Context: an optimization exercise on an open-source flow, tuned for small area. The choices shown serve that exercise and are no tape-out recipe. RTL that was checked went through simulation tests only; none was proved equivalent to the original.

before:
==> flow/design.v (excerpt) <==
module muldiv_unit #(
    parameter int unsigned MUL_CYCLES = 2,
    parameter int unsigned DIV_ITERS  = 32
) (
    input  logic        clk,
    input  logic        rst,
    input  logic        start,
    input  logic [1:0]  op,
    input  logic        flush,
    input  logic [31:0] srca,
    input  logic [31:0] srcb,
    output logic        stall,
    output logic        busy,
    output logic        done,
    output logic [31:0] hi,
    output logic [31:0] lo
);
==> flow/config.mk <==
export PLATFORM = sky130hd
export DESIGN_NAME = muldiv_unit
export DESIGN_NICKNAME = muldiv_unit
export VERILOG_FILES = /design/flow/design.v
export SDC_FILE = /design/flow/constraint.sdc
export NUM_CORES = 4
export LEC_CHECK = 0
export CAP_MARGIN = 20
export CORE_MARGIN = 2
export CORE_UTILIZATION = 50
export CTS_BUF_LIST = sky130_fd_sc_hd__clkbuf_8
export PLACE_DENSITY = 0.7
export SLEW_MARGIN = 20
==> flow/constraint.sdc <==
create_clock -name core_clock -period 10.5 [get_ports {clk}]
set_input_delay 2.1000 -clock core_clock [delete_from_list [all_inputs] [get_ports {clk}]]
set_output_delay 2.1000 -clock core_clock [all_outputs]
set_load 0.01 [all_outputs]
standard.sh (not shown) runs the stock make flow with config.mk's settings and CLKGATE_MAP_FILE= SYNTH_SCRIPT=/design/flow/synth_recipe.tcl, a recipe that flattens the netlist after the stock synthesis.
==> flow/flow/run.sh <==
#!/bin/bash
# Standard synthesis and layout (standard.sh), with faster port buffers than the
# resizer's default pick, and power recovery (downsizing of gates off the critical
# paths) after global routing.
set -euo pipefail
export BUFFER_PORTS_ARGS="-buffer_cell sky130_fd_sc_hd__buf_2"
export RECOVER_POWER=100
bash standard.sh synth > synth.log 2>&1
bash standard.sh finish > layout.log 2>&1
Both conditions hold for before: the flow ran to the end and the final layout passed the timing, design-rule and antenna checks.
Modified inputs, after compared to before
--- a/flow/design.v
+++ b/flow/design.v
@@ -38,34 +38,36 @@
     assign bzero     = (srcb == 32'd0);
     assign div_abs   = act_q & p0_q;
     assign div_end   = act_q & e33_q;
     assign div_last  = div_q & act_q & e34_q;
     function automatic logic [2:0] booth(input logic [2:0] x);
         booth[0] = x[1] ^ x[0];                                             
         booth[1] = (x[2] & ~x[1] & ~x[0]) | (~x[2] & x[1] & x[0]);           
         booth[2] = x[2];                                                    
     endfunction
-    logic [12:0] xw0, xwn, xw_q, xw;
-    logic [17:0] enc;
+    logic [12:0] xw0, xwn;
+    logic [17:0] enc0, encn, enc_q;
     logic        div_q;           
     logic        sa_q, sb_q;      
     assign xw0 = {xa[11:0], 1'b0};
     assign xwn = ph0 ? xa[23:11] : xa[35:23];
-    assign xw = ph0 ? xw0 : xw_q;
     always_comb begin
-        for (int j = 0; j < 6; j++) enc[3*j +: 3] = booth(xw[2*j +: 3]);
+        for (int j = 0; j < 6; j++) begin
+            enc0[3*j +: 3] = booth(xw0[2*j +: 3]);
+            encn[3*j +: 3] = is_div ? 3'b000 : booth(xwn[2*j +: 3]);
+        end
     end
     logic [5:0] rone, rtwo, rsgn, rneg;
     always_comb begin
         for (int j = 0; j < 6; j++) begin
-            rone[j] = enc[3*j];
-            rtwo[j] = enc[3*j+1];
-            rsgn[j] = enc[3*j+2];
+            rone[j] = ph0 ? enc0[3*j]   : enc_q[3*j];
+            rtwo[j] = ph0 ? enc0[3*j+1] : enc_q[3*j+1];
+            rsgn[j] = ph0 ? enc0[3*j+2] : enc_q[3*j+2];
         end
         if (~ph0 & div_q) begin
             rone[0] = ~div_last & ~div_abs;
             rtwo[0] = div_last & h_q[33];
             rsgn[0] = div_last ? (sb_q ^ sa_q) : ~(h_q[33] ^ sb_q);
         end
         for (int j = 0; j < 6; j++) rneg[j] = rsgn[j] | ~(rone[j] | rtwo[j]);
     end
     logic [33:0] ppx0, ppx1, ppx2, ppx3, ppx4, ppx5;
@@ -905,19 +907,19 @@
         if (rst) begin
             act_q <= 1'b0;
         end else begin
             act_q <= start & ~flush & ~done_c;
         end
         cnt_q <= act_q ? cnt_q + 6'd1 : 6'd1;
         p0_q  <= ~act_q;
         e33_q <= act_q & (cnt_q == 6'd32);
         e34_q <= act_q & (cnt_q == 6'd33);
-        xw_q  <= is_div ? 13'd0 : xwn;
+        enc_q <= encn;
         div_q <= is_div;
         sa_q  <= sa;
         sb_q  <= sb;
         if (is_div) begin
             if (ph0) begin
                 h_q <= {2'b00, srca};
                 l_q <= {l_q[30:0], ~t[33]};
             end else if (div_abs) begin
                 h_q <= {33'd0, t[31]};
before -> after: synthesized area decreased by a few percent
Register-to-register slack ends up higher on after.
A critical path launch point of srca[1] is what before shows, while srca[0] belongs to after.
Looking at wire length reported by the detailed router across both flows, after is the stronger of the two, with before trailing.
NOTE non-clock buffer count before->after decreased by more than a quarter
Between after and before, final worst slack is higher for after, before comes in under that.
Total core area for after is lower than for before.
Placer's final routability congestion estimate of after falls short of that of before slightly.
The post-cts repair resize count reported for after is smaller than that of before by 10.
Going from before to after, the area after detailed placement was found to have gone down by 9.7%.
Die area was lower in after than in before.
For before, only the layout was checked, not whether the RTL still works.


muldiv_unit, a different RTL version from the one above (not shown whole).
Size: roughly 94 flip-flops, ~140 I/O pins.
clock: 10.5 ns
lec_check: 0
cap_margin: 20
core_margin: 2
core_utilization: 50
slew_margin: 20
==> flow/flow/run.sh <==
#!/bin/bash
# Standard synthesis and layout (standard.sh), with faster port buffers than the
# resizer's default pick, so the input-to-output paths of the last multiply pass
# need less timing repair.
set -euo pipefail
export BUFFER_PORTS_ARGS="-buffer_cell sky130_fd_sc_hd__buf_2"
bash standard.sh synth > synth.log 2>&1
bash standard.sh finish > layout.log 2>&1
The baseline completed with no timing, DRC or antenna violations.
Edit:
--- a/flow/design.v
+++ b/flow/design.v
@@ -18,81 +18,81 @@
     logic        act_q;           
     logic [5:0]  cnt_q;           
     logic [33:0] h_q;             
     logic [31:0] l_q;             
     logic        is_div, is_signed;
     logic [5:0]  ph;
     logic        sa, sb;
     logic [35:0] xa;              
     logic [32:0] bm;              
     logic        bzero;
-    logic        ph0, ph1, ph2, div_last, div_end;
+    logic        ph0, div_abs, div_end, div_last;
+    logic        p0_q, e33_q, e34_q;    
     assign is_div    = op[1];
     assign is_signed = ~op[0];
     assign ph        = act_q ? cnt_q : 6'd0;
     assign ph0       = ~act_q;
-    assign ph1       = act_q & (cnt_q == 6'd1);
-    assign ph2       = act_q & (cnt_q == 6'd2);
     assign sa        = is_signed & srca[31];
     assign sb        = is_signed & srcb[31];
     assign xa        = {sa, sa, sa, sa, srca};
     assign bm        = {sb, srcb};
     assign bzero     = (srcb == 32'd0);
-    assign div_last  = div_q & act_q & (cnt_q == 6'd33);
-    assign div_end   = act_q & (cnt_q == 6'd32);
+    assign div_abs   = act_q & p0_q;
+    assign div_end   = act_q & e33_q;
+    assign div_last  = div_q & act_q & e34_q;
     function automatic logic [2:0] booth(input logic [2:0] x);
         booth[0] = x[1] ^ x[0];                                             
         booth[1] = (x[2] & ~x[1] & ~x[0]) | (~x[2] & x[1] & x[0]);           
         booth[2] = x[2] & ~(x[1] & x[0]);                                   
     endfunction
     logic [12:0] xw0, xwn;
     logic [17:0] enc0, encn, enc_q;
     logic        div_q;           
     logic        sa_q, sb_q;      
     assign xw0 = {xa[11:0], 1'b0};
     assign xwn = ph0 ? xa[23:11] : xa[35:23];
     always_comb begin
         for (int j = 0; j < 6; j++) begin
-            enc0[3*j +: 3] = is_div ? 3'b000 : booth(xw0[2*j +: 3]);
+            enc0[3*j +: 3] = booth(xw0[2*j +: 3]);
             encn[3*j +: 3] = is_div ? 3'b000 : booth(xwn[2*j +: 3]);
         end
     end
     logic [5:0] rone, rtwo, rneg;
     always_comb begin
         for (int j = 0; j < 6; j++) begin
             rone[j] = ph0 ? enc0[3*j]   : enc_q[3*j];
             rtwo[j] = ph0 ? enc0[3*j+1] : enc_q[3*j+1];
             rneg[j] = ph0 ? enc0[3*j+2] : enc_q[3*j+2];
         end
         if (~ph0 & div_q) begin
-            rone[0] = ~div_last;
+            rone[0] = ~div_last & ~div_abs;
             rtwo[0] = div_last & h_q[33];
-            rneg[0] = div_last ? (h_q[33] & (sb_q ^ sa_q)) : ~(h_q[33] ^ sb_q);
+            rneg[0] = div_last ? (h_q[33] & (sb_q ^ sa_q)) : (~div_abs & ~(h_q[33] ^ sb_q));
         end
     end
     logic [33:0] ppx0, ppx1, ppx2, ppx3, ppx4, ppx5;
     logic [33:0] bsel [6];
     always_comb begin
         for (int j = 0; j < 6; j++) begin
             bsel[j] = ({34{rone[j]}} & {bm[32], bm}) | ({34{rtwo[j]}} & {bm, 1'b0});
         end
     end
     assign ppx0 = bsel[0] ^ {34{rneg[0]}};
     assign ppx1 = bsel[1] ^ {34{rneg[1]}};
     assign ppx2 = bsel[2] ^ {34{rneg[2]}};
     assign ppx3 = bsel[3] ^ {34{rneg[3]}};
     assign ppx4 = bsel[4] ^ {34{rneg[4]}};
     assign ppx5 = bsel[5] ^ {34{rneg[5]}};
     logic [33:0] acc;
     logic        cin;
-    assign cin = ph0 ? (is_div & sa) : (div_last & sa_q);
-    assign acc = (ph0 ? (is_div ? {sa, sa, srca} : 34'd0) : h_q) ^ {34{cin}};
+    assign cin = div_q & sa_q & (div_abs | div_last);
+    assign acc = (ph0 ? 34'd0 : h_q) ^ {34{cin}};
     logic [45:0] cpa_a, cpa_b, t;
     logic s1;
     logic c2;
     logic s3;
     logic c4;
     logic s5;
     logic c6;
     logic s7;
     logic c8;
     logic s9;
@@ -894,34 +894,40 @@
     assign r_out = t[32:1];
     logic        qneg;
     logic [31:0] lor;
     assign qneg = is_signed & (srca[31] ^ srcb[31]) & ~bzero;
     always_comb begin
         lor[0] = 1'b0;
         for (int i = 1; i < 32; i++) lor[i] = lor[i-1] | l_q[i-1];
     end
     assign q_out = l_q ^ ({32{qneg}} & lor);
     logic done_c;
-    assign done_c = act_q & (is_div ? (cnt_q == 6'd33) : (cnt_q == 6'd2));
+    assign done_c = act_q & (is_div ? (cnt_q == 6'd34) : (cnt_q == 6'd2));
     always_ff @(posedge clk) begin
         if (rst) begin
             act_q <= 1'b0;
         end else begin
             act_q <= start & ~flush & ~done_c;
         end
         cnt_q <= act_q ? cnt_q + 6'd1 : 6'd1;
+        p0_q  <= ~act_q;
+        e33_q <= act_q & (cnt_q == 6'd32);
+        e34_q <= act_q & (cnt_q == 6'd33);
         enc_q <= encn;
         div_q <= is_div;
         sa_q  <= sa;
         sb_q  <= sb;
         if (is_div) begin
             if (ph0) begin
+                h_q <= {2'b00, srca};
+                l_q <= {l_q[30:0], ~t[33]};
+            end else if (div_abs) begin
                 h_q <= {33'd0, t[31]};
                 l_q <= t[31:0];
             end else begin
                 h_q <= {t[32:0], div_end ? 1'b0 : l_q[30]};
                 l_q <= {l_q[30:0], ~t[33]};
             end
         end else begin
             h_q <= t[45:12];
             l_q <= {t[11:0], l_q[31:12]};
         end
The new run finished with timing, DRC and antenna clean; utilization fell by 1.6 points; design area fell by 0.56%; global-route usage fell by 0.56 points; die area rose by 1.6%; sequential share of layout area rose by 0.39 points; area after synthesis rose by 1.6%; flip-flop and latch count rose by 3; setup slack is better by 0.15 ns; final cell count rose by 3.6%; register-to-register slack is better by 0.28 ns; hold slack hardly moves.
For the second run of this note, only the layout was checked, not whether the RTL still works.

-- re-timing with driven ports --
Ports are ideal in the flow. The routed layouts listed here were re-timed in OpenROAD. Step 1 sets driving cells, clkbuf_16 on the clock port and buf_2 on the other inputs (assumed; they add their load-dependent delay and slew). Step 2 adds t to the input delays and takes it off the output delays; t is the mean of the earliest and latest rising clock arrival at the registers after step 1. Input paths then give back, and output paths get back, about the clock's delay inside the block. a / b / c = ideal / step 1 / step 2; a / b = the first two.
run	t, ns	slack for setup (ns)	clock arrival spread, ns
before	0.420	0.169 / 0.147 / 0.147	0.010 / 0.010
after	0.418	0.259 / 0.240 / 0.240	0.020 / 0.020
the first run of note 2	0.393	0.147 / 0.125 / 0.125	0.011 / 0.011
the second run of note 2	0.401	0.301 / 0.278 / 0.278	0.013 / 0.012
After both steps setup and hold are still met in every run listed. For the second run of note 2, which loses most, drivers alone change the setup slack by -0.023 ns; drivers and shift together by -0.023 ns.
